From an optimization exercise on the open Yosys and OpenROAD flow, aimed at small area, a short achievable clock period and few clock cycles; shortcuts taken in it are not production practice.
Only simulation tests tie the RTL to the original design; equivalence was not proved.
Power figures rest on the tool's default switching activity, not on a simulated workload.

==> flow/design.v, too long to show whole: its modules and the start of the top module <==
// module dsp_fa: 10 lines
// module dsp_ha: 9 lines
// module dsp_slice_top: 1804 lines
module dsp_slice_top (
	input logic clk,
	input logic reset,
	input logic wb_cyc,
	input logic wb_stb,
	input logic wb_we,
	input logic [2:0] wb_adr,
	input logic [31:0] wb_dat_w,
	output logic [31:0] wb_dat_r,
	output logic wb_ack
);
  // ...
==> flow/flow/run.sh <==
#!/bin/bash
set -o pipefail
export SETUP_SLACK_MARGIN=6.6
bash standard.sh > standard.log 2>&1
==> flow/standard.sh <==
#!/bin/bash
# synth_recipe.tcl (not shown) runs the flow's synth.tcl, then flattens the netlist and writes it again
# the make line also repeats each setting of config.mk as NAME=value (left out here)
make -C /OpenROAD-flow-scripts/flow DESIGN_CONFIG=/design/flow/config.mk WORK_HOME=/design/flow/orfs CLKGATE_MAP_FILE= SYNTH_SCRIPT=/design/flow/synth_recipe.tcl "${@:-finish}"
==> flow/config.mk <==
export PLATFORM = sky130hd
export DESIGN_NAME = dsp_slice_top
export DESIGN_NICKNAME = dsp_slice_top
export VERILOG_FILES = /design/flow/design.v
export SDC_FILE = /design/flow/constraint.sdc
export NUM_CORES = 4
export LEC_CHECK = 0
export ABC_CLOCK_PERIOD_IN_PS = 3000
export CAP_MARGIN = 20
export CORE_MARGIN = 2
export CORE_UTILIZATION = 40
export SLEW_MARGIN = 20
export SYNTH_HIERARCHICAL = 1
export SYNTH_MINIMUM_KEEP_SIZE = 0
==> flow/constraint.sdc <==
create_clock -name core_clock -period 10.0 [get_ports {clk}]
set_input_delay 2.0000 -clock core_clock [delete_from_list [all_inputs] [get_ports {clk}]]
set_output_delay 2.0000 -clock core_clock [all_outputs]
set_load 0.01 [all_outputs]
==> out/qor.log, run 1 <==
qor: layout.area_growth_syn_to_layout 15.6%
qor: worst_setup_path.timing.critical_path.depth 7
qor: global_routing.met1_usage 39.0%
qor: yosys.synthDominantCellAreaShare 30.3%
qor: clocking.cts_post_setup_buffers_inserted 16
qor: sta.fin_worst_hold_slack 0.470 ns
qor: sta.worst_slew_pin_slew 0.734 ns
qor: clocking.maximum_clock_insertion_buffer_count 3
qor: layout.sequential_cell_count_of_the_final_layout 296
qor: routing.wirelength 72400 um
qor: yosys.synth_fa_ha_area_share 26.6%
qor: outcome.run_status timing/DRC/antenna clean
qor: power.pg_seq 1190 uW
qor: worst_setup_path.regToRegStartpoint sel_ab
qor: layout.clock_area_share 5.25%
qor: layout.fillers 4571
qor: worst_setup_path.path_class register to register
qor: worst_setup_path.critical_path.startpoint_type register
qor: worst_setup_path.crit_path_top_delay_cell sky130_fd_sc_hd__a222oi_1
qor: layout.layout_non_clock_buf_share 5.74%
qor: sta.fin_skew 0.0335 ns
qor: layout.drive_above_1_share 10.2%
qor: worst_setup_path.worstPathBufferInverterCount 2
qor: yosys.number_of_enable_flip_flop_cells_after_synthesis 0
qor: power.clock_power_share 50.5%
qor: job.cap_viol_max_count 0
Testbench counts, summed over its fixed seeds: cycles 23,130.
==> run 2: changes to the inputs <==
==> flow/flow/run.sh (replaced) <==
#!/bin/bash
set -o pipefail
export SETUP_SLACK_MARGIN=6.8
export CTS_ARGS="-sink_clustering_enable -repair_clock_nets -dont_use_dummy_load -sink_clustering_size 24 -sink_clustering_max_diameter 120"
bash standard.sh > standard.log 2>&1
==> run 2 against run 1 <==
Still clean on timing, DRC and antenna. Fmax rose by 0.82%. Global-route usage rose by 0.48 points. Utilization rose by 0.72 points. Clock-buffer cell count fell by 35. Non-clock buffer count rose by 40. Largest cell class unchanged.
==> out/qor.log, run 2 <==
qor: outcome.run_status timing/DRC/antenna clean
qor: power.sequentialPowerShare 58.9%
qor: worst_setup_path.regToRegStartpoint sel_hold
qor: worst_setup_path.worst_r2r_endpoint sc_s[28]
qor: layout.largestRegisters sc_c x49, sc_s x49
qor: sta.final-max-slew-violation-count 0
qor: sta.slew-limit-headroom 24.5%
qor: layout.area_growth_syn_to_layout 17.4%
qor: hold_path.timing.hold.worst.class register to register
qor: sta.fin_skew 0.0633 ns [+0.0298 ns]
qor: yosys.synth-compound-area-share 17.8%
qor: routing.detail_route.drc_violations 0
qor: global_routing.wire_length_of_the_first_global_routing_pass 109000 um
qor: layout.mostFrequentLayoutCells 272 x sky130_fd_sc_hd__dfxtp_1, 206 x sky130_fd_sc_hd__nand2_1, 171 x sky130_fd_sc_hd__fa_1
qor: floorplan.die_x 225 um
qor: hold_path.worstHoldStart opcode[0]
qor: clocking.clock_latency 0.55 ns
qor: yosys.mappedNetlistArea 19500 um^2
qor: clocking.clock_transition_at_path_regs 0.10 ns
qor: power.switchingPower 497 uW
qor: worst_setup_path.crit_path_top_delay_cell sky130_fd_sc_hd__fa_2
qor: yosys.synth-main-ff-cell sky130_fd_sc_hd__dfxtp_1
qor: global_routing.overflow_left_after_global_routing 0
qor: floorplan.die-height 225 um
qor: worst_setup_path.reg2reg_depth 7
qor: power.comb_power_share 6.4%
qor: sta.fmaxAchievable 296 MHz
qor: placed_design.hpwlAfterDp 51800 um
qor: routing.drt_iter0_drc 2647
qor: layout.finalNetCount 2348
qor: power.switching_share 24.6%
qor: routing.wl_per_cell 28.0 um
qor: layout.drive_above_1_share 14.9% [+4.7 points]
qor: sta.worst_slew_pin_slew 1.13 ns [+0.396 ns]
qor: clocking.cts_tree built
qor: yosys.netlist_instances 1968
qor: layout.fillers 4461 [-2.4%]
qor: routing.num_vias 16700
qor: routing.wirelength 73900 um [+2.2%]
qor: routing.count_of_antenna_violating_nets_left_after_detailed_routing 0
qor: placed_design.place_congestion 0.963
qor: sta.min_tclk_post_route 3.38 ns
qor: worst_setup_path.worst-endpoint-arrival 3.76 ns
qor: yosys.number_of_enable_flip_flop_cells_after_synthesis 0 [unchanged]
qor: yosys.synth-seq-area-share 30.3%
qor: yosys.synthDominantCellAreaShare 30.3% [unchanged]
qor: floorplan.initial_utilization 40.3%
qor: floorplan.die-area 50600 um^2
qor: clocking.cts_hold_repair.buffers 0
qor: yosys.synthesis.area_per_instance 9.93 um^2
qor: floorplan.coreArea 48500 um^2
qor: yosys.synth_fa_ha_area_share 26.6% [unchanged]
qor: clocking.maximum_clock_insertion_buffer_count 3 [unchanged]
qor: worst_setup_path.setup.worst_path.end_class register
qor: yosys.synth_area_leader_cell sky130_fd_sc_hd__dfxtp_1
qor: yosys.asyncSetResetFlopFracSynth 0%
qor: yosys.yosys.cell_types.count 90
qor: global_routing.gr-usage-all-layers 29.1%
qor: worst_setup_path.required 10.38 ns
qor: placed_design.port-buffer-count 72
qor: global_routing.antenna_violations_before_repair 2
qor: routing.firstDrtPassIters 10
qor: worst_setup_path.crit_fanout 8
qor: power.cellLeakagePower 0.0104 uW
qor: worst_setup_path.crit_path_max_incr_delay 0.57 ns
qor: clocking.cts-buffers-inserted 16
qor: power.intPower 1520 uW
qor: yosys.post_synth_most_frequent_cells 296 x sky130_fd_sc_hd__dfxtp_1, 216 x sky130_fd_sc_hd__fa_1, 214 x sky130_fd_sc_hd__nand2_1
qor: sta.final_min_period_over_clock_period 33.8%
qor: yosys.ranking_of_synthesized_cells_by_area sky130_fd_sc_hd__dfxtp_1 30%, sky130_fd_sc_hd__fa_1 22%, sky130_fd_sc_hd__and2_1 5.4%
qor: clocking.h-tree-depth 1
qor: sta.timing_hold_violations_final 0
qor: global_routing.first_global_vias 16400
qor: power.vdd_drop_max 0.0965 mV
qor: yosys.synth_mux_area_share 3.31%
qor: global_routing.grt_max_degree 94
qor: power.power_per_cell_area 88.1 nW/um^2
qor: worst_setup_path.critical_path.startpoint_type register
qor: routing.vias_per_cell 6.31
qor: yosys.syn-num-nets 2294
qor: floorplan.floorplan.io_pins 73
qor: sta.rsz0062_at_grt yes
qor: sta.final-setup-viol-count 0
qor: yosys.synth_xor_area_share 1.61%
qor: job.cap_viol_max_count 0 [unchanged]
qor: worst_setup_path.worst-r2r-setup-slack 6.62 ns
qor: clocking.cts-root-buf sky130_fd_sc_hd__clkbuf_16
qor: clocking.numClockSinks 296
qor: layout.finish.utilization 47.3%
qor: yosys.synth-seq-cells 296
qor: yosys.dominant_combinational_cell_family_by_area_after_synthesis adder cells
qor: worst_setup_path.path_class register to register
qor: yosys.synth_simple_gate_area_share 15.8%
qor: hold_path.min_to opcode[0]
qor: floorplan.row_count 81
qor: yosys.synth.yosys.warnings 7
qor: hold_path.hold_depth 2
qor: power.clock_power_share 34.7% [-16 points]
qor: worst_setup_path.path_cells buf_16, a222oi_1, inv_1, fa_2, fa_1, fa_1, fa_2
qor: layout.layout.cells.most_common sky130_fd_sc_hd__dfxtp_1
qor: sta.fin_tns_setup 0 ns
qor: yosys.most_used_standard_cell_by_instance_count_after_synthesis sky130_fd_sc_hd__dfxtp_1
run 2: cell counts after synthesis:
No cell type changed its count.
run 2: power by group through the flow:
stage,registers [uW],logic (uW),clock network [uW]
after CTS,1190,117,705
after detailed placement,1220,79.7,0
after global placement,1220,78.6,0
after floorplan,1210,46.2,0
after global routing,1190,132,745
final,1190,129,701
run 2: worst max-delay path by stage:
stage / start / to / slack [ns] / depth (start not counted)
after floorplan: wb_adr[1] / bq[5] / 6.29 / 13
after global placement: wb_adr[2] / c[29] / 4.30 / 8
after detailed placement: wb_adr[2] / c[24] / 4.15 / 8
after CTS: sel_ab / sc_s[28] / 6.62 / 7
after global routing: sel_hold / sc_s[28] / 6.52 / 7
final: sel_hold / sc_s[28] / 6.62 / 7
run 2: final cells by class:
| type | count | area, um^2 | share of cell area (%) |
|---|---|---|---|
| diodes | 1 | 2.50 | 0.0109 |
| multi-input cells | 1446 | 13400 | 58.6 |
| repair buffers | 159 | 1950 | 8.52 |
| well taps | 622 | 778 | 3.39 |
| inverters | 103 | 390 | 1.70 |
| clock buffers | 16 | 400 | 1.75 |
| flip-flops and latches | 296 | 5980 | 26.1 |
run 2: stage by stage:
step	setup slack (ns)	instances	total power (uW)	instance area [um^2]	hold WS (ns)
2_1_floorplan	6.29	1968	1260	19700	0.432
3_3_place_gp	4.30	2554	1300	20700	0.447
3_5_place_dp	4.15	2554	1300	20700	0.456
4_1_cts	6.62	2627	2010	22400	0.469
5_1_grt	6.52	2642	2070	22900	0.504
6_report	6.62	2643	2020	22900	0.468
run 2: critical path, delay by kind of cell, from the launching register on:
kind	cells	cell delay, ns
DFF	1	0.42
AOI/OAI and AO/OA	1	0.52
buffers and inverters	2	0.31
adders and majority gates	4	1.96
run 2: cell families (layout without fill, tap and decap cells):
logic type      after synthesis  after routing
other cells                   0              1
mux                          54             54
simple gates                611            614
flops                       296            296
compound gates              456            456
fa+ha+maj                   286            286
buf+inv                     229            278
xor+xnor                     36             36
run 2: Yosys stat by module (local to each module, per instance):
module / area (um^2) / flip-flops and latches / cells inside
dsp_slice_top: 15100 / 296 / 1735
dsp_ha: 12.5 / 0 / 1
dsp_fa: 20.0 / 0 / 1
run 2: timing repair:
action	CTS	global route
pin swaps	128	106
endpoints found under the setup margin	263	113
gates cloned	14	2
resized for setup	200	90
endpoints found under the hold margin	0	0
setup buffers	43	13
run 2: layer usage:
metal  track usage [%]  share of wire (%)  vias up  routed length [um]
li1                  -                  -     7046                   -
met1              39.9                 40     8421               29800
met2              45.6                 45     1052               33100
met3              5.84                 10      162                7740
met4              10.7                4.6        0                3380
met5                 0                  0        -                   0
==> run 3: changes to the inputs <==
==> flow/flow/run.sh (replaced) <==
#!/bin/bash
set -o pipefail
export SETUP_SLACK_MARGIN=6.4
export CTS_ARGS="-sink_clustering_enable -repair_clock_nets -dont_use_dummy_load -sink_clustering_size 24 -sink_clustering_max_diameter 120"
bash standard.sh > standard.log 2>&1
==> run 3 against run 2 <==
Sequential share of layout area up 1.5 points. Sequential power about the same. Clock-buffer cell count unchanged. Combinational power fell by 22%. Fmax fell by 4.8%. Wire length shrank 3.1%. Area after synthesis unchanged. Critical path type unchanged. Highest routed layer unchanged.
==> out/qor.log, run 3 <==
qor: outcome.run_status timing/DRC/antenna clean
qor: yosys.synth_area_leader_cell sky130_fd_sc_hd__dfxtp_1
qor: power.vdd_drop_max 0.0862 mV [-11%]
qor: layout.finalNetCount 2305 [-1.8%]
qor: power.switching_share 24.8% [+0.24 points]
qor: worst_setup_path.crit_fanout 52 [+44]
qor: yosys.syn-num-nets 2294 [unchanged]
qor: layout.mostFrequentLayoutCells 284 x sky130_fd_sc_hd__dfxtp_1, 215 x sky130_fd_sc_hd__fa_1, 210 x sky130_fd_sc_hd__nand2_1
qor: global_routing.overflow_left_after_global_routing 0 [unchanged]
qor: sta.final_min_period_over_clock_period 35.5% [+1.7 points]
qor: yosys.synth-main-ff-cell sky130_fd_sc_hd__dfxtp_1
qor: layout.drive_above_1_share 7.69% [-7.2 points]
qor: sta.fin_worst_hold_slack 0.475 ns [+0.00652 ns]
qor: sta.final-max-slew-violation-count 0 [unchanged]
qor: placed_design.port-buffer-count 72 [unchanged]
qor: layout.largestRegisters sc_c x49, sc_s x49
qor: worst_setup_path.setup.worst_path.end_class register
qor: power.sequentialPowerShare 59.6% [+0.7 points]
qor: sta.min_tclk_post_route 3.55 ns [+0.169 ns]
qor: yosys.synth-seq-area-share 30.3% [unchanged]
qor: clocking.maximum_clock_insertion_buffer_count 3 [unchanged]
qor: sta.rsz0062_at_grt yes
qor: layout.fillers 4638 [+4.0%]
qor: global_routing.first_global_vias 16000 [-2.3%]
qor: placed_design.hpwlAfterDp 51600 um [-0.38%]
qor: layout.layout.cells.most_common sky130_fd_sc_hd__dfxtp_1
qor: routing.num_vias 16300 [-2.1%]
qor: sta.fmaxAchievable 282 MHz [-4.8%]
qor: routing.drt_iter0_drc 2724 [+2.9%]
qor: worst_setup_path.critical_path.startpoint_type register
qor: routing.detail_route.drc_violations 0 [unchanged]
qor: floorplan.die_x 225 um [unchanged]
qor: global_routing.wire_length_of_the_first_global_routing_pass 105000 um [-3.3%]
qor: sta.fin_tns_setup 0 ns [unchanged]
qor: yosys.number_of_enable_flip_flop_cells_after_synthesis 0 [unchanged]
qor: clocking.h-tree-depth 1 [unchanged]
qor: yosys.synthesis.area_per_instance 9.93 um^2 [unchanged]
qor: global_routing.grt_max_degree 70 [-26%]
qor: placed_design.dp_slack 4.80 ns [+0.646 ns]
qor: yosys.netlist_instances 1968 [unchanged]
qor: hold_path.timing.hold.worst.class register to register
qor: routing.wirelength 71700 um [-3.1%]
qor: routing.count_of_antenna_violating_nets_left_after_detailed_routing 0 [unchanged]
qor: sta.finalWorstSetupSlack 6.45 ns [-0.169 ns]
qor: floorplan.initial_utilization 40.3% [unchanged]
qor: yosys.synthDominantCellAreaShare 30.3% [unchanged]
qor: clocking.clock_latency 0.56 ns [about the same]
qor: placed_design.place_congestion 0.976 [+1.3%]
qor: worst_setup_path.worst_r2r_endpoint sc_s[28]
qor: floorplan.die-height 225 um [unchanged]
qor: floorplan.die-area 50600 um^2 [unchanged]
qor: yosys.synth-seq-cells 296 [unchanged]
qor: power.clock_power_share 35.4% [+0.7 points]
qor: power.intPower 1510 uW [-1.2%]
qor: power.switchingPower 497 uW [+0.12%]
qor: worst_setup_path.reg2reg_depth 7 [unchanged]
qor: worst_setup_path.regToRegStartpoint sel_hold
qor: clocking.cts_hold_repair.buffers 0 [unchanged]
qor: hold_path.hold_depth 2 [unchanged]
qor: sta.fin_skew 0.0479 ns [-0.0154 ns]
qor: yosys.mappedNetlistArea 19500 um^2 [unchanged]
qor: yosys.yosys.cell_types.count 90 [unchanged]
qor: routing.firstDrtPassIters 10 [unchanged]
qor: power.totalPowerFinal 2000 uW [-0.86%]
qor: yosys.synth.yosys.warnings 7 [unchanged]
qor: yosys.post_synth_most_frequent_cells 296 x sky130_fd_sc_hd__dfxtp_1, 216 x sky130_fd_sc_hd__fa_1, 214 x sky130_fd_sc_hd__nand2_1
qor: yosys.ranking_of_synthesized_cells_by_area sky130_fd_sc_hd__dfxtp_1 30%, sky130_fd_sc_hd__fa_1 22%, sky130_fd_sc_hd__and2_1 5.4%
qor: worst_setup_path.path_class register to register
qor: global_routing.gr-usage-all-layers 28.0% [-1.1 points]
qor: routing.vias_per_cell 6.28 [-0.52%]
qor: floorplan.coreArea 48500 um^2 [unchanged]
qor: worst_setup_path.worst-r2r-setup-slack 6.45 ns [-0.17 ns]
qor: sta.final-setup-viol-count 0 [unchanged]
qor: routing.wl_per_cell 27.6 um [-1.5%]
qor: clocking.cts_tree built
qor: yosys.asyncSetResetFlopFracSynth 0% [unchanged]
qor: hold_path.min_to opcode[0]
qor: hold_path.worstHoldStart opcode[0]
qor: power.comb_power_share 5.0% [-1.4 points]
qor: power.cellLeakagePower 0.00987 uW [-4.9%]
qor: clocking.numClockSinks 296 [unchanged]
qor: sta.worst_slew_pin_slew 0.793 ns [-0.338 ns]
qor: global_routing.antenna_violations_before_repair 1 [-1]
qor: yosys.most_used_standard_cell_by_instance_count_after_synthesis sky130_fd_sc_hd__dfxtp_1
qor: sta.timing_hold_violations_final 0 [unchanged]
qor: floorplan.row_count 81 [unchanged]
qor: layout.area_growth_syn_to_layout 10.5%
qor: power.power_per_cell_area 92.7 nW/um^2 [+5.3%]
qor: worst_setup_path.worst-endpoint-arrival 3.94 ns [+0.18 ns]
qor: worst_setup_path.required 10.40 ns [+0.02 ns]
qor: sta.slew-limit-headroom 47.2% [+23 points]
qor: floorplan.floorplan.io_pins 73 [unchanged]
qor: clocking.clock_transition_at_path_regs 0.10 ns [about the same]
qor: clocking.cts-buffers-inserted 16 [unchanged]
qor: clocking.cts-root-buf sky130_fd_sc_hd__clkbuf_16
qor: job.cap_viol_max_count 0 [unchanged]
run 3: cell counts after synthesis:
No cell type changed its count.
run 3: worst max path at each step:
stage,startpoint,endpoint,slack (ns),cells past startpoint
2_1_floorplan,wb_adr[1],bq[5],6.28,13
3_3_place_gp,wb_adr[2],kill12,4.98,7
3_5_place_dp,wb_adr[2],kill12,4.80,7
4_1_cts,wb_adr[2],kill12,6.39,7
5_1_grt,wb_adr[2],kill12,6.38,7
6_report,sel_hold,sc_s[28],6.45,7
run 3: modules after synthesis (local to each module, per instance):
module / cell area (um^2) / cells inside
dsp_slice_top: 15100 / 1735
dsp_fa: 20.0 / 1
dsp_ha: 12.5 / 1
run 3: critical path, stage by stage (launching register included):
cell and delay, ns:
sky130_fd_sc_hd__dfxtp_4 0.43, sky130_fd_sc_hd__buf_12 0.22, sky130_fd_sc_hd__a222oi_1 0.60, sky130_fd_sc_hd__inv_1 0.13, sky130_fd_sc_hd__fa_1 0.48, sky130_fd_sc_hd__fa_1 0.57
sky130_fd_sc_hd__fa_1 0.45, sky130_fd_sc_hd__fa_1 0.49
run 3: layer usage:
metal	share of wire [%]	vias up	global-route usage [%]
met2	45	993	43.7
met3	10	144	4.94
met4	3.8	0	9.74
met1	41	8258	39.1
met5	0	-	0
li1	-	6929	-
run 3: cell families after synthesis:
family | count (synthesis) | share of synthesized area [%]
simple gates | 611 | 15.8
compound gates | 456 | 17.8
flops | 296 | 30.3
fa+ha+maj | 286 | 26.6
buf+inv | 229 | 4.58
mux | 54 | 3.31
xor+xnor | 36 | 1.61
run 3: cell type report:
type                            count  area, um^2  area share (%)
Antenna cell                        1        2.50          0.0116
Clock buffer                       16         400            1.85
Sequential cell                   296        5950            27.5
Inverter                          103         394            1.82
Timing Repair inverter              1        7.51          0.0348
Tap cell                          622         778            3.60
Timing Repair Buffer              116        1190            5.51
Multi-Input combinational cell   1445       12900            59.6
run 3: what timing repair did:
item / in CTS / in global routing
gates resized for setup: 37 / 24
cloned: 1 / 3
endpoints found under the setup margin: 161 / 101
buffers inserted: 11 / 11
pin swaps: 3 / 8
run 3: power groups by stage:
stage / clock [uW] / sequential (uW) / combinational, uW
2_1_floorplan: 0 / 1210 / 43.2
3_3_place_gp: 0 / 1220 / 77.9
3_5_place_dp: 0 / 1220 / 79.0
4_1_cts: 715 / 1190 / 88.6
5_1_grt: 753 / 1190 / 104
6_report: 709 / 1190 / 101
run 3: through the flow:
stage,utilization (%),area (um^2),std cells
after floorplan,-,19600,1968
final,44.5,21600,2600
after global placement,42.7,20700,2556
after global routing,44.5,21600,2599
after detailed placement,42.7,20700,2557
after CTS,44.0,21400,2585
==> run 4: changes to the inputs <==
==> flow/flow/run.sh (replaced) <==
#!/bin/bash
set -o pipefail
export SETUP_SLACK_MARGIN=6.6
export CTS_ARGS="-sink_clustering_enable -repair_clock_nets -dont_use_dummy_load -sink_clustering_size 24 -sink_clustering_max_diameter 120"
bash standard.sh > standard.log 2>&1
==> run 4 against run 3 <==
Sequential power about the same. Final cell count increased by 0.27%. Synthesized cell count unchanged. Critical path type unchanged. Clock skew increased by 0.013 ns.
==> out/qor.log, run 4 <==
qor: routing.drt_iter0_drc 2561 [-6.0%]
qor: routing.num_vias 16200 [-0.58%]
qor: placed_design.hpwlAfterDp 51700 um [+0.20%]
qor: floorplan.initial_utilization 40.3% [unchanged]
qor: yosys.synth_simple_gate_area_share 15.8% [unchanged]
qor: layout.inserted_diodes 0 [-1]
qor: clocking.cts-buffers-inserted 16 [unchanged]
qor: sta.min_tclk_post_route 3.38 ns [-0.170 ns]
qor: power.power_per_cell_area 91.8 nW/um^2 [-1.1%]
qor: layout.stdcell_area 21900 um^2 [+1.3%]
qor: worst_setup_path.start_point_of_the_critical_path sel_hold
qor: worst_setup_path.crit_fanout 12 [-77%]
qor: global_routing.antenna_violations_before_repair 2 [+1]
qor: yosys.ranking_of_synthesized_cells_by_area sky130_fd_sc_hd__dfxtp_1 30%, sky130_fd_sc_hd__fa_1 22%, sky130_fd_sc_hd__and2_1 5.4%
qor: clocking.maximum_clock_insertion_buffer_count 3 [unchanged]
qor: clocking.clock_transition_at_path_regs 0.10 ns [about the same]
qor: yosys.post_synth_most_frequent_cells 296 x sky130_fd_sc_hd__dfxtp_1, 216 x sky130_fd_sc_hd__fa_1, 214 x sky130_fd_sc_hd__nand2_1
qor: floorplan.floorplan.io_pins 73 [unchanged]
qor: yosys.synth.yosys.warnings 7 [unchanged]
qor: placed_design.port-buffer-count 72 [unchanged]
qor: yosys.synth-compound-area-share 17.8% [unchanged]
qor: layout.area_growth_syn_to_layout 12.0%
qor: yosys.synth_fa_ha_area_share 26.6% [unchanged]
qor: yosys.synthesis.area_per_instance 9.93 um^2 [unchanged]
qor: power.cellLeakagePower 0.0102 uW [+3.7%]
qor: global_routing.grt_max_degree 67 [-4.3%]
qor: worst_setup_path.setup.worst_path.end_class register
qor: clocking.cts_tree built
qor: sta.fmaxAchievable 296 MHz [+5.0%]
qor: yosys.dominant_combinational_cell_family_by_area_after_synthesis adder cells
qor: routing.firstDrtPassIters 12 [+2]
qor: worst_setup_path.regToRegStartpoint sel_hold
qor: placed_design.placement.cell_area 20700 um^2 [-0.16%]
qor: power.intPower 1510 uW [+0.51%]
qor: yosys.synth_area_leader_cell sky130_fd_sc_hd__dfxtp_1
qor: clocking.clock_latency 0.56 ns [about the same]
qor: clocking.h-tree-depth 1 [unchanged]
qor: power.clock_power_share 35.1% [-0.3 points]
qor: floorplan.die-height 225 um [unchanged]
qor: yosys.synth_mux_area_share 3.31% [unchanged]
qor: yosys.synthDominantCellAreaShare 30.3% [unchanged]
qor: yosys.netlist_instances 1968 [unchanged]
qor: sta.slew-limit-headroom 46.6% [-0.53 points]
qor: routing.wl_per_cell 27.5 um [-0.13%]
qor: layout.layout.cells.most_common sky130_fd_sc_hd__dfxtp_1
qor: yosys.syn-num-nets 2294 [unchanged]
qor: hold_path.timing.hold.worst.class register to register
qor: floorplan.row_count 81 [unchanged]
qor: power.sequentialPowerShare 59.3% [-0.3 points]
qor: routing.wirelength 71800 um [+0.14%]
qor: power.switchingPower 495 uW [-0.46%]
qor: sta.fin_skew 0.0612 ns [+0.0133 ns]
qor: yosys.synth-main-ff-cell sky130_fd_sc_hd__dfxtp_1
qor: sta.fin_tns_setup 0 ns [unchanged]
qor: yosys.synth-seq-cells 296 [unchanged]
qor: power.vdd_drop_max 0.0899 mV [+4.3%]
qor: yosys.mappedNetlistArea 19500 um^2 [unchanged]
qor: power.comb_power_share 5.6% [+0.6 points]
qor: sta.worst_slew_pin_slew 0.798 ns [+0.00550 ns]
qor: yosys.synth-seq-area-share 30.3% [unchanged]
qor: layout.drive_above_1_share 8.41% [+0.72 points]
qor: yosys.synth_xor_area_share 1.61% [unchanged]
qor: routing.vias_per_cell 6.23 [-0.84%]
qor: worst_setup_path.worst-endpoint-arrival 3.76 ns [-0.18 ns]
qor: worst_setup_path.required 10.38 ns [-0.02 ns]
qor: layout.mostFrequentLayoutCells 282 x sky130_fd_sc_hd__dfxtp_1, 214 x sky130_fd_sc_hd__fa_1, 209 x sky130_fd_sc_hd__nand2_1
qor: worst_setup_path.critical_path.startpoint_type register
qor: floorplan.die_x 225 um [unchanged]
qor: hold_path.worstHoldStart opcode[0]
qor: power.switching_share 24.7% [-0.18 points]
qor: layout.largestRegisters sc_c x49, sc_s x49
qor: placed_design.place_congestion 0.981 [+0.57%]
qor: worst_setup_path.path_class register to register
qor: outcome.run_status timing/DRC/antenna clean
qor: power.totalPowerFinal 2010 uW [+0.27%]
qor: global_routing.gr-usage-all-layers 28.2% [+0.23 points]
qor: global_routing.wire_length_of_the_first_global_routing_pass 106000 um [+0.22%]
qor: sta.timing_hold_violations_final 0 [unchanged]
qor: yosys.asyncSetResetFlopFracSynth 0% [unchanged]
qor: floorplan.die-area 50600 um^2 [unchanged]
qor: routing.detail_route.drc_violations 0 [unchanged]
qor: sta.rsz0062_at_grt yes
qor: sta.final_min_period_over_clock_period 33.8% [-1.7 points]
qor: global_routing.first_global_vias 16000 [-0.37%]
qor: yosys.most_used_standard_cell_by_instance_count_after_synthesis sky130_fd_sc_hd__dfxtp_1
qor: yosys.yosys.cell_types.count 90 [unchanged]
qor: sta.final-max-slew-violation-count 0 [unchanged]
qor: sta.final-setup-viol-count 0 [unchanged]
qor: yosys.number_of_enable_flip_flop_cells_after_synthesis 0 [unchanged]
qor: routing.count_of_antenna_violating_nets_left_after_detailed_routing 0 [unchanged]
qor: layout.finalNetCount 2313 [+0.35%]
qor: global_routing.overflow_left_after_global_routing 0 [unchanged]
qor: clocking.cts-root-buf sky130_fd_sc_hd__clkbuf_16
qor: clocking.numClockSinks 296 [unchanged]
qor: job.cap_viol_max_count 0 [unchanged]
qor: floorplan.coreArea 48500 um^2 [unchanged]
==> run 4: area by class of cell <==
cell class	count	area, um^2
repair buffers	125	1410
flip-flops and latches	296	5950
multi-input cells	1445	13000
inverters	103	390
fillers	4615	26700
clock buffers	16	400
well taps	622	778
==> run 4: kinds of logic (layout without fill, tap and decap cells) <==
logic type      Yosys count  count (layout)
flops                   296             296
fa+ha+maj               286             286
buf+inv                 229             244
mux                      54              54
xor+xnor                 36              36
compound gates          456             456
simple gates            611             613
==> run 4: critical path: stages (launching register included) <==
cell                       delay (ns)
sky130_fd_sc_hd__dfxtp_4         0.42
sky130_fd_sc_hd__buf_12          0.17
sky130_fd_sc_hd__buf_12          0.15
sky130_fd_sc_hd__a222oi_1        0.33
sky130_fd_sc_hd__inv_1           0.15
sky130_fd_sc_hd__fa_2            0.56
sky130_fd_sc_hd__fa_1            0.43
sky130_fd_sc_hd__fa_1            0.54
sky130_fd_sc_hd__fa_1            0.42
==> run 4: modules after synthesis, one instance, submodules excluded <==
module | cells | copies in the design
dsp_slice_top | 1735 | 1
dsp_fa | 1 | 210
dsp_ha | 1 | 23
==> run 4: power by group through the flow <==
stage	logic [uW]	registers [uW]	clock network, uW
2_1_floorplan	43.6	1210	0
3_3_place_gp	78.0	1220	0
3_5_place_dp	78.4	1220	0
4_1_cts	98.3	1190	710
5_1_grt	115	1190	746
6_report	112	1190	704
==> run 4: timing repair <==
item,4_1_cts,5_1_grt
hold buffers,0,0
setup buffers,20,8
setup endpoints to repair,234,85
gates resized for setup,80,49
gates cloned,3,5
pin swaps,8,34
==> run 4: routing by layer <==
layer | wire [um] | GRT usage (%) | vias to the layer above
met1 | 29000 | 38.2 | 8134
met2 | 31300 | 43.2 | 950
met3 | 7640 | 6.83 | 176
li1 | - | - | 6966
met5 | 60 | 0 | -
met4 | 3770 | 11.9 | 4
==> run 4: final timing paths <==
| path | to | cells after the start | slack, ns |
|---|---|---|---|
| max reg2reg | sc_s[22] | 8 | 6.62 |
| min reg2reg | opcode[0] | 2 | 0.47 |
| min | opcode[0] | 2 | 0.47 |
| max | sc_s[22] | 8 | 6.62 |
==> run 4: metrics by stage <==
step                      instances  setup slack, ns  hold WS [ns]  utilization (%)
final                          2607             6.62         0.474             45.1
after global placement         2555             4.83         0.447             42.7
after detailed placement       2555             4.73         0.466             42.7
after global routing           2607             6.46         0.500             45.1
after floorplan                1968             6.29         0.432                -
after CTS                      2594             6.44         0.481             44.4
==> run 5: changes to the inputs <==
==> flow/flow/run.sh (replaced) <==
#!/bin/bash
set -o pipefail
export SETUP_SLACK_MARGIN=6.6
export CTS_ARGS="-sink_clustering_enable -repair_clock_nets -dont_use_dummy_load -sink_clustering_size 24 -sink_clustering_max_diameter 120"
export BUFFER_PORTS_ARGS="-buffer_cell sky130_fd_sc_hd__buf_2"
bash standard.sh > standard.log 2>&1
==> run 5 against run 4 <==
Still clean on timing, DRC and antenna. Worst hold slack better by 0.014 ns. Fmax fell by 0.67%. Sequential share of layout area is 0.18 points higher. Clock power hardly changed. Global-route usage rose by 0.72 points. Final cell count increased by 0.58%. Register-to-register slack worse by 0.02 ns. Combinational power is 4% lower. Highest routed layer unchanged.
==> out/qor.log, run 5 <==
qor: outcome.run_status timing/DRC/antenna clean
qor: sta.worst_slew_pin_slew 0.776 ns [-0.0217 ns]
qor: layout.finalNetCount 2325 [+0.52%]
qor: routing.wirelength 73500 um [+2.4%]
qor: sta.min_tclk_post_route 3.40 ns [+0.0227 ns]
qor: floorplan.die_x 225 um [unchanged]
qor: routing.drt_iter0_drc 2468 [-3.6%]
qor: clocking.h-tree-depth 1 [unchanged]
qor: layout.drive_above_1_share 13.7% [+5.3 points]
qor: power.power_per_cell_area 91.8 nW/um^2 [about the same]
qor: routing.detail_route.drc_violations 0 [unchanged]
qor: placed_design.hpwlAfterDp 51900 um [+0.27%]
qor: routing.wl_per_cell 28.0 um [+1.9%]
qor: sta.fin_tns_setup 0 ns [unchanged]
qor: global_routing.wire_length_of_the_first_global_routing_pass 108000 um [+2.2%]
qor: power.vdd_drop_max 0.0902 mV [+0.33%]
qor: yosys.netlist_instances 1968 [unchanged]
qor: sta.rsz0062_at_grt yes
qor: floorplan.row_count 81 [unchanged]
qor: worst_setup_path.worst-r2r-setup-slack 6.60 ns [-0.02 ns]
qor: power.sequentialPowerShare 59.6% [+0.3 points]
qor: job.cap_viol_max_count 0 [unchanged]
qor: worst_setup_path.worst-endpoint-arrival 3.79 ns [+0.03 ns]
qor: worst_setup_path.critical_path.startpoint_type register
qor: floorplan.coreArea 48500 um^2 [unchanged]
qor: floorplan.initial_utilization 40.3% [unchanged]
qor: hold_path.timing.hold.worst.class register to register
qor: power.switchingPower 492 uW [-0.57%]
qor: routing.count_of_antenna_violating_nets_left_after_detailed_routing 0 [unchanged]
qor: yosys.mappedNetlistArea 19500 um^2 [unchanged]
qor: worst_setup_path.required 10.39 ns [about the same]
qor: floorplan.floorplan.io_pins 73 [unchanged]
qor: global_routing.overflow_left_after_global_routing 0 [unchanged]
qor: yosys.asyncSetResetFlopFracSynth 0% [unchanged]
qor: yosys.synth.yosys.warnings 7 [unchanged]
qor: worst_setup_path.worst_r2r_endpoint sc_s[17]
qor: yosys.synthesis.area_per_instance 9.93 um^2 [unchanged]
qor: floorplan.die-area 50600 um^2 [unchanged]
qor: global_routing.gr-usage-all-layers 29.0% [+0.72 points]
qor: power.switching_share 24.6% [-0.033 points]
qor: power.cellLeakagePower 0.0101 uW [-1.2%]
qor: worst_setup_path.setup.worst_path.end_class register
qor: yosys.synth-seq-area-share 30.3% [unchanged]
qor: sta.fmaxAchievable 294 MHz [-0.67%]
qor: global_routing.antenna_violations_before_repair 4 [+2]
qor: routing.num_vias 16500 [+1.8%]
qor: routing.firstDrtPassIters 14 [+2]
qor: global_routing.grt_max_degree 82 [+22%]
qor: power.comb_power_share 5.3% [-0.3 points]
qor: worst_setup_path.cp_endpoint sc_s[17]
qor: worst_setup_path.crit_fanout 11 [-1]
qor: clocking.clock_latency 0.55 ns [about the same]
qor: yosys.synth-seq-cells 296 [unchanged]
qor: yosys.synth_area_leader_cell sky130_fd_sc_hd__dfxtp_1
qor: clocking.numClockSinks 296 [unchanged]
qor: worst_setup_path.start_point_of_the_critical_path sel_ab
qor: sta.slew-limit-headroom 48.2% [+1.6 points]
qor: layout.multi_input_comb_area 13100 um^2 [+0.87%]
qor: placed_design.port-buffer-count 72 [unchanged]
qor: sta.finalWorstSetupSlack 6.60 ns [-0.0227 ns]
qor: layout.fillers 4548 [-1.5%]
qor: yosys.syn-num-nets 2294 [unchanged]
qor: layout.layout.cells.most_common sky130_fd_sc_hd__dfxtp_1
qor: layout.largestRegisters sc_c x49, sc_s x49
qor: layout.ff_latch_area 5960 um^2 [+0.17%]
qor: worst_setup_path.regToRegStartpoint sel_ab
qor: clocking.cts-buffers-inserted 16 [unchanged]
qor: power.intPower 1510 uW [-0.39%]
qor: yosys.yosys.cell_types.count 90 [unchanged]
qor: clocking.maximum_clock_insertion_buffer_count 3 [unchanged]
qor: placed_design.dp_slack 4.78 ns [+0.0514 ns]
qor: sta.timing_hold_violations_final 0 [unchanged]
qor: clocking.clock_transition_at_path_regs 0.10 ns [about the same]
qor: power.clock_power_share 35.0% [about the same]
qor: placed_design.place_congestion 0.942 [-4.0%]
qor: worst_setup_path.reg2reg_depth 8 [unchanged]
qor: sta.final-setup-viol-count 0 [unchanged]
qor: yosys.synthDominantCellAreaShare 30.3% [unchanged]
qor: layout.mostFrequentLayoutCells 276 x sky130_fd_sc_hd__dfxtp_1, 210 x sky130_fd_sc_hd__nand2_1, 209 x sky130_fd_sc_hd__fa_1
qor: global_routing.first_global_vias 16500 [+3.5%]
qor: clocking.cts-root-buf sky130_fd_sc_hd__clkbuf_16
qor: yosys.post_synth_most_frequent_cells 296 x sky130_fd_sc_hd__dfxtp_1, 216 x sky130_fd_sc_hd__fa_1, 214 x sky130_fd_sc_hd__nand2_1
qor: floorplan.die-height 225 um [unchanged]
qor: sta.final-max-slew-violation-count 0 [unchanged]
qor: layout.area_growth_syn_to_layout 11.4%
qor: yosys.most_used_standard_cell_by_instance_count_after_synthesis sky130_fd_sc_hd__dfxtp_1
qor: yosys.number_of_enable_flip_flop_cells_after_synthesis 0 [unchanged]
qor: worst_setup_path.path_class register to register
qor: clocking.cts_tree built
qor: routing.vias_per_cell 6.30 [+1.3%]
qor: sta.final_min_period_over_clock_period 34.0% [+0.23 points]
qor: yosys.synth-main-ff-cell sky130_fd_sc_hd__dfxtp_1
qor: sta.fin_skew 0.0581 ns [-0.00312 ns]
qor: yosys.ranking_of_synthesized_cells_by_area sky130_fd_sc_hd__dfxtp_1 30%, sky130_fd_sc_hd__fa_1 22%, sky130_fd_sc_hd__and2_1 5.4%
==> run 5: cell count changes in the layout (fill, tap and decap cells not counted), moves of 6 or more <==
cell                              previous run  this run
sky130_fd_sc_hd__clkdlybuf4s50_1            42         0
sky130_fd_sc_hd__dlymetal6s2s_1              8         0
sky130_fd_sc_hd__buf_4                      31        43
sky130_fd_sc_hd__dfxtp_1                   282       276
sky130_fd_sc_hd__buf_2                       0        69
sky130_fd_sc_hd__dlygate4sd2_1              18         0
==> run 5: metrics by stage <==
| stage | instances | utilization, % | cell area, um^2 | hold WS (ns) | total power (uW) |
|---|---|---|---|---|---|
| global route | 2619 | 44.8 | 21800 | 0.507 | 2050 |
| floorplan | 1968 | - | 19600 | 0.432 | 1260 |
| global placement | 2555 | 41.9 | 20400 | 0.454 | 1290 |
| detailed placement | 2555 | 41.9 | 20400 | 0.469 | 1290 |
| finish | 2622 | 44.9 | 21800 | 0.488 | 2000 |
| CTS | 2596 | 43.9 | 21300 | 0.482 | 2000 |
==> run 5: what timing repair did <==
item                       CTS  global route
pin swaps                   11            73
cloned                       8             1
setup buffers               17            22
resized for setup           54            55
setup endpoints to repair  207            98
hold buffers                 0             0
==> run 5: modules after synthesis, one instance, submodules excluded <==
module,cell area (um^2),cells,times used,flops+latches
dsp_slice_top,15100,1735,1,296
dsp_fa,20.0,1,210,0
dsp_ha,12.5,1,23,0
==> run 5: final cells by class <==
| type | count | share of cell area [%] |
|---|---|---|
| multi-input cells | 1445 | 60.0 |
| repair inverters | 1 | 0.0345 |
| repair buffers | 136 | 5.30 |
| flip-flops and latches | 296 | 27.4 |
| diodes | 3 | 0.0345 |
| inverters | 103 | 1.81 |
| well taps | 622 | 3.57 |
| clock buffers | 16 | 1.84 |
==> run 5: power groups by stage <==
| stage | logic (uW) | registers, uW | clock network (uW) |
|---|---|---|---|
| finish | 107 | 1190 | 701 |
| global route | 110 | 1190 | 745 |
| CTS | 93.7 | 1190 | 713 |
| detailed placement | 69.5 | 1220 | 0 |
| global placement | 69.1 | 1220 | 0 |
| floorplan | 43.6 | 1210 | 0 |
==> run 5: worst min-delay path by stage <==
stage	depth (start not counted)	slack, ns	startpoint	to
after floorplan	1	0.43	ex_cin	sc_c[0]
after global placement	2	0.45	opcode[0]	opcode[0]
after detailed placement	2	0.47	opcode[0]	opcode[0]
after CTS	2	0.48	opcode[0]	opcode[0]
after global routing	2	0.51	opcode[0]	opcode[0]
final	2	0.49	opcode[0]	opcode[0]
==> run 5: cell families (layout without fill, tap and decap cells) <==
group	after synthesis	count (layout)	synth area share, %
AO/OA/AOI/OAI	456	456	17.8
multiplexers	54	54	3.31
adder cells (fa/ha/maj)	286	286	26.6
flip-flops	296	296	30.3
other	0	3	0
AND/OR/NAND/NOR	611	613	15.8
XOR/XNOR	36	36	1.61
buffers and inverters	229	256	4.58
==> run 5: metal layers <==
| metal | global-route usage (%) | part of all wire, % | vias to the layer above |
|---|---|---|---|
| met5 | 0 | 0.044 | - |
| met4 | 11.8 | 4.6 | 6 |
| met3 | 7.86 | 12 | 182 |
| met2 | 44.3 | 44 | 996 |
| met1 | 38.7 | 40 | 8350 |
| li1 | - | - | 6995 |
==> run 5: worst max-delay path, stage by stage (launching register included) <==
cell                        delay [ns]
sky130_fd_sc_hd__dfxtp_4          0.37
sky130_fd_sc_hd__buf_12           0.14
sky130_fd_sc_hd__bufbuf_16        0.28
sky130_fd_sc_hd__a222oi_1         0.34
sky130_fd_sc_hd__inv_1            0.11
sky130_fd_sc_hd__fa_2             0.56
sky130_fd_sc_hd__fa_1             0.45
sky130_fd_sc_hd__fa_2             0.57
sky130_fd_sc_hd__fa_1             0.42
==> run 6: changes to the inputs <==
--- a/flow/config.mk
+++ b/flow/config.mk
@@ -9,5 +9,5 @@
 export CAP_MARGIN = 20
 export CORE_MARGIN = 2
-export CORE_UTILIZATION = 40
+export CORE_UTILIZATION = 60
 export SLEW_MARGIN = 20
 export SYNTH_HIERARCHICAL = 1
==> run 6 against run 5 <==
Die area down 33%. Fmax increased by 0.47%. Area after synthesis unchanged. Non-clock buffer count down 8. Via count grew 0.50%. Clock-buffer cell count stayed put. Clock power about the same. Critical path depth decreased by 2. Critical path type is now input pin to register. Critical endpoint is now wb_dat_r[19].
==> out/qor.log, run 6 <==
qor: global_routing.first_global_vias 15900 [-3.9%]
qor: yosys.most_used_standard_cell_by_instance_count_after_synthesis sky130_fd_sc_hd__dfxtp_1
qor: sta.finalWorstSetupSlack 6.62 ns [+0.0158 ns]
qor: sta.slew-limit-headroom 34.1% [-14 points]
qor: yosys.synth-seq-cells 296 [unchanged]
qor: sta.min_tclk_post_route 3.38 ns [-0.0158 ns]
qor: worst_setup_path.worst-endpoint-arrival 3.76 ns [-0.03 ns]
qor: global_routing.wire_length_of_the_first_global_routing_pass 104000 um [-3.6%]
qor: global_routing.overflow_left_after_global_routing 0 [unchanged]
qor: outcome.run_status timing/DRC/antenna clean
qor: routing.detail_route.drc_violations 0 [unchanged]
qor: sta.fin_skew 0.0916 ns [+0.0335 ns]
qor: worst_setup_path.regToRegStartpoint sc_s[0]
qor: layout.stdcell_area 21400 um^2 [-1.6%]
qor: clocking.cts_tree built
qor: layout.fillers 2625 [-42%]
qor: clocking.numClockSinks 296 [unchanged]
qor: routing.drt_iter0_drc 2809 [+14%]
qor: yosys.post_synth_most_frequent_cells 296 x sky130_fd_sc_hd__dfxtp_1, 216 x sky130_fd_sc_hd__fa_1, 214 x sky130_fd_sc_hd__nand2_1
qor: routing.wirelength 71600 um [-2.6%]
qor: yosys.syn-num-nets 2294 [unchanged]
qor: sta.worst_slew_pin_slew 0.988 ns [+0.212 ns]
qor: placed_design.placement.cell_area 20100 um^2 [-1.1%]
qor: yosys.ranking_of_synthesized_cells_by_area sky130_fd_sc_hd__dfxtp_1 30%, sky130_fd_sc_hd__fa_1 22%, sky130_fd_sc_hd__and2_1 5.4%
qor: worst_setup_path.path_class input pin to register
qor: yosys.asyncSetResetFlopFracSynth 0% [unchanged]
qor: floorplan.die-area 34000 um^2 [-33%]
qor: global_routing.grt_max_degree 87 [+6.1%]
qor: power.vdd_drop_max 0.110 mV [+22%]
qor: routing.vias_per_cell 6.83 [+8.4%]
qor: yosys.synth_area_leader_cell sky130_fd_sc_hd__dfxtp_1
qor: yosys.yosys.cell_types.count 90 [unchanged]
qor: floorplan.initial_utilization 60.5% [+20 points]
qor: worst_setup_path.crit_fanout 18 [+7]
qor: placed_design.port-buffer-count 72 [unchanged]
qor: layout.largestRegisters sc_c x49, sc_s x49
qor: clocking.cts_hold_repair.buffers 0 [unchanged]
qor: yosys.synthDominantCellAreaShare 30.3% [unchanged]
qor: clocking.cts-root-buf sky130_fd_sc_hd__clkbuf_16
qor: yosys.synth-main-ff-cell sky130_fd_sc_hd__dfxtp_1
qor: worst_setup_path.critical_path.startpoint_type input pin
qor: power.power_per_cell_area 92.5 nW/um^2 [+0.78%]
qor: yosys.netlist_instances 1968 [unchanged]
qor: floorplan.die_x 184 um [-18%]
qor: sta.fin_tns_setup 0 ns [unchanged]
qor: sta.final-setup-viol-count 0 [unchanged]
qor: power.totalPowerFinal 1980 uW [-0.86%]
qor: job.cap_viol_max_count 0 [unchanged]
qor: global_routing.gr-usage-all-layers 41.9% [+13 points]
qor: routing.wl_per_cell 29.4 um [+5.0%]
qor: floorplan.coreArea 32300 um^2 [-33%]
qor: yosys.synth.yosys.warnings 7 [unchanged]
qor: yosys.mappedNetlistArea 19500 um^2 [unchanged]
qor: routing.firstDrtPassIters 9 [-5]
qor: sta.fmaxAchievable 296 MHz [+0.47%]
qor: clocking.clock_latency 0.57 ns [+0.02 ns]
qor: routing.num_vias 16600 [+0.50%]
qor: worst_setup_path.crit_path_top_delay_cell sky130_fd_sc_hd__o21ai_0
qor: sta.timing_hold_violations_final 0 [unchanged]
qor: clocking.h-tree-depth 1 [unchanged]
qor: worst_setup_path.crit_path_max_incr_delay 0.41 ns [-0.16 ns]
qor: sta.final_min_period_over_clock_period 33.8% [-0.16 points]
qor: sta.final-max-slew-violation-count 0 [unchanged]
qor: power.cellLeakagePower 0.0100 uW [-0.76%]
qor: sta.rsz0062_at_grt yes
qor: yosys.synth-seq-area-share 30.3% [unchanged]
qor: worst_setup_path.path_cells clkbuf_4, clkinvlp_4, buf_4, nor2_2, nand2_1, o21ai_0
qor: worst_setup_path.required 10.38 ns [about the same]
qor: hold_path.timing.hold.worst.class register to register
qor: global_routing.antenna_violations_before_repair 3 [-1]
qor: layout.stdcell_count 2431 [-7.3%]
qor: clocking.maximum_clock_insertion_buffer_count 3 [unchanged]
qor: yosys.synthesis.area_per_instance 9.93 um^2 [unchanged]
qor: layout.area_growth_syn_to_layout 9.63%
qor: floorplan.floorplan.io_pins 73 [unchanged]
qor: placed_design.hpwlAfterDp 50100 um [-3.4%]
qor: worst_setup_path.setup.worst_path.end_class register
qor: clocking.clock_transition_at_path_regs 0.10 ns [about the same]
qor: worst_setup_path.start_point_of_the_critical_path wb_adr[2]
qor: placed_design.dp_slack 5.26 ns [+0.479 ns]
qor: hold_path.worstHoldStart opcode[0]
qor: placed_design.place_congestion 0.987 [+4.7%]
qor: floorplan.die-height 184 um [-18%]
qor: floorplan.row_count 66 [-19%]
qor: layout.layout.cells.most_common sky130_fd_sc_hd__dfxtp_1
qor: placed_design.dpl.cell_count 2375 [-7.0%]
qor: routing.count_of_antenna_violating_nets_left_after_detailed_routing 0 [unchanged]
qor: layout.drive_above_1_share 13.1% [-0.59 points]
qor: layout.mostFrequentLayoutCells 279 x sky130_fd_sc_hd__dfxtp_1, 212 x sky130_fd_sc_hd__nand2_1, 212 x sky130_fd_sc_hd__fa_1
qor: layout.finalNetCount 2316 [-0.39%]
qor: yosys.number_of_enable_flip_flop_cells_after_synthesis 0 [unchanged]
qor: clocking.cts-buffers-inserted 16 [unchanged]
run 6: cell counts after synthesis:
Identical to the previous run, type by type.
run 6: cell type report:
class                      count  area, um^2  area share, %
timing repair buffer         128        1020           4.75
multi-input combinational   1445       13100           61.1
sequential                   296        5960           27.8
clock buffer                  16         400           1.87
tap                          442         553           2.58
inverter                     103         390           1.82
antenna                        1        2.50         0.0117
run 6: path summary, 6_finish.rpt:
check	to	slack, ns	cells after the start
worst max-delay path	wb_dat_r[19]	6.62	6
worst min-delay path	opcode[0]	0.49	2
worst max register to register	wb_dat_r[6]	6.62	14
worst min register to register	opcode[0]	0.49	2
run 6: where the power goes:
part           switching, uW  leakage (uW)  total, uW  internal [uW]
clock                    411      0.000197        699            288
sequential              9.93       0.00239       1190           1180
combinational           66.2       0.00744       92.5           26.3
run 6: per-layer routing:
metal	part of all wire, %	vias up	track usage [%]
li1	-	6956	-
met1	39	8225	59.7
met2	43	1196	62.5
met3	13	234	8.06
met4	5.5	0	17.7
met5	0	-	0
run 6: Yosys stat by module, one instance, submodules excluded:
module         cells inside  copies in the design  flops+latches
dsp_slice_top          1735                     1            296
dsp_ha                    1                    23              0
dsp_fa                    1                   210              0
run 6: worst max-delay path, delay by kind of cell:
family          cells  cell delay (ns)
simple gates        2             0.65
buf+inv             3             0.68
compound gates      1             0.41
run 6: cells by family (layout without fill, tap and decap cells):
family | after synthesis | after routing | synth area share, %
simple gates | 611 | 613 | 15.8
compound gates | 456 | 456 | 17.8
flops | 296 | 296 | 30.3
fa+ha+maj | 286 | 286 | 26.6
buf+inv | 229 | 247 | 4.58
mux | 54 | 54 | 3.31
xor+xnor | 36 | 36 | 1.61
other cells | 0 | 1 | 0
run 6: per-stage QoR:
stage | util, % | hold WS [ns]
floorplan | - | 0.432
global placement | 62.3 | 0.463
detailed placement | 62.4 | 0.465
CTS | 64.3 | 0.478
global route | 66.4 | 0.525
finish | 66.4 | 0.492
run 6: repair_timing:
item	in CTS	in global routing
pin swaps	8	49
resized for setup	33	80
buffers inserted	11	21
cloned	1	6
endpoints found under the setup margin	187	85
==> run 7: changes to the inputs <==
--- a/flow/config.mk
+++ b/flow/config.mk
@@ -9,5 +9,5 @@
 export CAP_MARGIN = 20
 export CORE_MARGIN = 2
-export CORE_UTILIZATION = 60
+export CORE_UTILIZATION = 50
 export SLEW_MARGIN = 20
 export SYNTH_HIERARCHICAL = 1
==> run 7 against run 6 <==
Still clean on timing, DRC and antenna. Synthesized cell count unchanged. Clock-buffer cell count unchanged. Register-to-register slack improved by 0.03 ns. Combinational power rose by 4.5%. Final cell count increased by 2.6%. Worst hold slack lost 0.026 ns. Die area increased by 20%. Largest cell class unchanged.
==> out/qor.log, run 7 <==
qor: outcome.run_status timing/DRC/antenna clean
qor: clocking.maximum_clock_insertion_buffer_count 3 [unchanged]
qor: hold_path.hold_depth 2 [unchanged]
qor: worst_setup_path.crit_fanout 7 [-11]
qor: sta.final-max-slew-violation-count 0 [unchanged]
qor: floorplan.row_count 72 [+9.1%]
qor: placed_design.hpwlAfterDp 51800 um [+3.4%]
qor: worst_setup_path.worst-endpoint-arrival 3.74 ns [-0.02 ns]
qor: clocking.clock_transition_at_path_regs 0.11 ns [about the same]
qor: sta.worst_slew_pin_slew 0.862 ns [-0.126 ns]
qor: routing.firstDrtPassIters 12 [+3]
qor: sta.min_tclk_post_route 3.36 ns [-0.0255 ns]
qor: floorplan.initial_utilization 50.6% [-10 points]
qor: placed_design.place_congestion 0.967 [-2.0%]
qor: power.vdd_drop_max 0.118 mV [+7.5%]
qor: worst_setup_path.crit_path_max_incr_delay 0.53 ns [+0.12 ns]
qor: hold_path.min_to opcode[0]
qor: routing.wirelength 72300 um [+1.1%]
qor: worst_setup_path.path_cells buf_12, clkbuf_16, a222oi_1, inv_1, fa_1, fa_1, fa_1, fa_1
qor: worst_setup_path.critical_path.top_delay_family adder cells
qor: yosys.synth_area_leader_cell sky130_fd_sc_hd__dfxtp_1
qor: yosys.synth-main-ff-cell sky130_fd_sc_hd__dfxtp_1
qor: routing.detailroute.wirelength.met3 8020 um [-11%]
qor: routing.met1_length 28400 um [+1.2%]
qor: sta.fmaxAchievable 298 MHz [+0.76%]
qor: yosys.synth-seq-area-share 30.3% [unchanged]
qor: worst_setup_path.path_class register to register
qor: worst_setup_path.critical_path.startpoint_type register
qor: worst_setup_path.timing.critical_path.mode_cell sky130_fd_sc_hd__fa_1
qor: yosys.post_synth_most_frequent_cells 296 x sky130_fd_sc_hd__dfxtp_1, 216 x sky130_fd_sc_hd__fa_1, 214 x sky130_fd_sc_hd__nand2_1
qor: worst_setup_path.regToRegStartpoint sel_hold
qor: yosys.asyncSetResetFlopFracSynth 0% [unchanged]
qor: global_routing.overflow_left_after_global_routing 0 [unchanged]
qor: sta.slew-limit-headroom 42.2% [+8.1 points]
qor: worst_setup_path.worst-r2r-setup-slack 6.64 ns [+0.03 ns]
qor: hold_path.worstHoldStart opcode[0]
qor: routing.count_of_antenna_violating_nets_left_after_detailed_routing 0 [unchanged]
qor: clocking.cts-buffers-inserted 16 [unchanged]
qor: layout.largestRegisters sc_c x49, sc_s x49
qor: routing.detail_route.drc_violations 0 [unchanged]
qor: sta.rsz0062_at_grt yes
qor: layout.finalNetCount 2302 [-0.60%]
qor: floorplan.die_x 202 um [+9.3%]
qor: yosys.mappedNetlistArea 19500 um^2 [unchanged]
qor: global_routing.gr-usage-all-layers 35.4% [-6.5 points]
qor: clocking.numClockSinks 296 [unchanged]
qor: worst_setup_path.crit_path_top_delay_cell sky130_fd_sc_hd__fa_1
qor: clocking.cts-root-buf sky130_fd_sc_hd__clkbuf_16
qor: floorplan.coreArea 38600 um^2 [+20%]
qor: placed_design.port-buffer-count 72 [unchanged]
qor: yosys.number_of_enable_flip_flop_cells_after_synthesis 0 [unchanged]
qor: worst_setup_path.required 10.38 ns [about the same]
qor: layout.layout.cells.most_common sky130_fd_sc_hd__dfxtp_1
qor: power.cellLeakagePower 0.00995 uW [-0.80%]
qor: routing.route.top_layer_used met5
qor: yosys.synth.yosys.warnings 7 [unchanged]
qor: sta.final-setup-viol-count 0 [unchanged]
qor: sta.fin_skew 0.0649 ns [-0.0267 ns]
qor: yosys.synthesis.area_per_instance 9.93 um^2 [unchanged]
qor: yosys.synth-seq-cells 296 [unchanged]
qor: worst_setup_path.worstPathBufferInverterCount 3 [unchanged]
qor: worst_setup_path.worst_r2r_endpoint sc_s[19]
qor: routing.wl_per_cell 29.0 um [-1.5%]
qor: global_routing.wire_length_of_the_first_global_routing_pass 107000 um [+2.6%]
qor: routing.drt_iter0_drc 2406 [-14%]
qor: worst_setup_path.setup.worst_path.end_class register
qor: power.power_per_cell_area 93.5 nW/um^2 [+1.1%]
qor: worst_setup_path.reg2reg_depth 8 [-6]
qor: yosys.yosys.cell_types.count 90 [unchanged]
qor: yosys.synthDominantCellAreaShare 30.3% [unchanged]
qor: routing.vias_per_cell 6.53 [-4.4%]
qor: yosys.syn-num-nets 2294 [unchanged]
qor: clocking.cts_hold_repair.buffers 0 [unchanged]
qor: clocking.clock_latency 0.55 ns [-0.02 ns]
qor: yosys.ranking_of_synthesized_cells_by_area sky130_fd_sc_hd__dfxtp_1 30%, sky130_fd_sc_hd__fa_1 22%, sky130_fd_sc_hd__and2_1 5.4%
qor: routing.num_vias 16300 [-1.9%]
qor: layout.finish.utilization 55.1% [-11 points]
qor: floorplan.floorplan.io_pins 73 [unchanged]
qor: global_routing.antenna_violations_before_repair 4 [+1]
qor: yosys.most_used_standard_cell_by_instance_count_after_synthesis sky130_fd_sc_hd__dfxtp_1
qor: hold_path.timing.hold.worst.class register to register
qor: layout.mostFrequentLayoutCells 281 x sky130_fd_sc_hd__dfxtp_1, 211 x sky130_fd_sc_hd__nand2_1, 210 x sky130_fd_sc_hd__fa_1
qor: layout.fillers 3521 [+34%]
qor: layout.area_growth_syn_to_layout 8.86%
qor: yosys.netlist_instances 1968 [unchanged]
qor: job.cap_viol_max_count 0 [unchanged]
qor: sta.timing_hold_violations_final 0 [unchanged]
qor: routing.routed-wl-met2 32200 um [+5.2%]
qor: sta.fin_tns_setup 0 ns [unchanged]
qor: clocking.h-tree-depth 1 [unchanged]
qor: floorplan.die-height 202 um [+9.3%]
qor: global_routing.grt_max_degree 76 [-13%]
qor: global_routing.first_global_vias 15900 [+0.19%]
qor: floorplan.die-area 40700 um^2 [+20%]
qor: sta.final_min_period_over_clock_period 33.6% [-0.26 points]
qor: layout.drive_above_1_share 11.8% [-1.3 points]
qor: clocking.cts_tree built
==> run 7: cell counts after synthesis <==
No cell type changed its count.
==> run 7: repair_timing <==
item,4_1_cts,5_1_grt
gates resized for setup,42,45
pin swaps,11,43
endpoints found under the hold margin,0,0
gates cloned,3,5
setup buffers,13,3
endpoints found under the setup margin,154,73
==> run 7: final cells by class <==
class	instances	area [um^2]	share of cell area, %
tap	518	648	3.05
timing repair buffer	113	912	4.29
timing repair inverter	1	5.00	0.0235
clock buffer	16	400	1.88
multi-input combinational	1445	12900	60.9
inverter	103	394	1.85
sequential	296	5960	28.0
antenna	3	7.51	0.0353
==> run 7: modules after synthesis, one instance, submodules excluded <==
| module | flops+latches | area (um^2) | times used | cells inside |
|---|---|---|---|---|
| dsp_fa | 0 | 20.0 | 210 | 1 |
| dsp_slice_top | 296 | 15100 | 1 | 1735 |
| dsp_ha | 0 | 12.5 | 23 | 1 |
==> run 7: where the power goes <==
group	switching (uW)	internal, uW	leakage [uW]
sequential	10.9	1180	0.00239
combinational	66.5	30.1	0.00736
clock	412	289	0.000197
==> run 7: cell families after synthesis <==
kind of cell / share of synthesized area, %
adder cells (fa/ha/maj): 26.6
multiplexers: 3.31
AO/OA/AOI/OAI: 17.8
buffers and inverters: 4.58
AND/OR/NAND/NOR: 15.8
flip-flops: 30.3
XOR/XNOR: 1.61
==> run 7: worst max path at each step <==
stage | slack (ns) | end | cells after the start | startpoint
after floorplan | 6.29 | bq[5] | 13 | wb_adr[1]
after global placement | 5.52 | wb_dat_r[14] | 8 | wb_adr[0]
after detailed placement | 5.47 | wb_dat_r[14] | 8 | wb_adr[0]
after CTS | 6.57 | wb_dat_r[14] | 9 | wb_adr[1]
after global routing | 6.56 | p[35] | 4 | reset
final | 6.64 | sc_s[19] | 8 | sel_hold
==> run 7: per-stage QoR <==
stage,std cells,cell area [um^2],power (uW),setup slack (ns),hold WS (ns)
after floorplan,1968,19600,1260,6.29,0.432
after global placement,2452,20200,1290,5.52,0.447
after detailed placement,2452,20200,1290,5.47,0.451
after CTS,2484,21000,1980,6.57,0.465
after global routing,2492,21300,2040,6.56,0.516
final,2495,21300,1990,6.64,0.466
==> run 7: worst register-to-register path, delay by kind of cell, from the launching register on <==
| family | cells | cell delay, ns |
|---|---|---|
| flip-flops | 1 | 0.43 |
| adder cells (fa/ha/maj) | 4 | 1.94 |
| AO/OA/AOI/OAI | 1 | 0.36 |
| buffers and inverters | 3 | 0.46 |
==> run 7: layer usage <==
metal	vias up	global-route usage, %
met5	-	0
met4	4	15.3
met3	195	6.87
met2	1028	54.2
met1	8114	48.9
li1	6953	-

static timing again, ports no longer ideal:
Ports are ideal in the flow. The routed layouts listed here were re-timed in OpenROAD. Step 1, drivers: a clkbuf_16 drives clk and a buf_2 each remaining input, both assumed. Step 2, shift: input delay + t, output delay - t, t = (earliest + latest rising clock arrival at the registers) / 2. This alone moves slack from input paths to output paths. Slacks: ideal / step 1 / step 2; pairs: ideal / step 1.
| run | t, ns | setup WS [ns] | worst setup path at the end | slew at the worst register clock pin (ns) |
|---|---|---|---|---|
| run 1 | 0.587 | 6.595 / 6.584 / 6.108 | input to register | 0.07 / 0.07 |
| run 2 | 0.582 | 6.623 / 6.623 / 6.147 | input to register | 0.11 / 0.11 |
| run 3 | 0.593 | 6.454 / 6.430 / 5.928 | input to register | 0.11 / 0.11 |
| run 4 | 0.587 | 6.624 / 6.581 / 6.064 | input to register | 0.11 / 0.11 |
| run 5 | 0.577 | 6.601 / 6.601 / 6.063 | input to register | 0.11 / 0.11 |
| run 6 | 0.576 | 6.617 / 6.621 / 6.069 | input to register | 0.12 / 0.12 |
| run 7 | 0.574 | 6.642 / 6.642 / 6.111 | input to register | 0.12 / 0.12 |
After both steps every run listed still meets setup and hold. For run 4, which loses most, drivers alone change the setup slack by -0.043 ns; drivers and shift together by -0.560 ns.
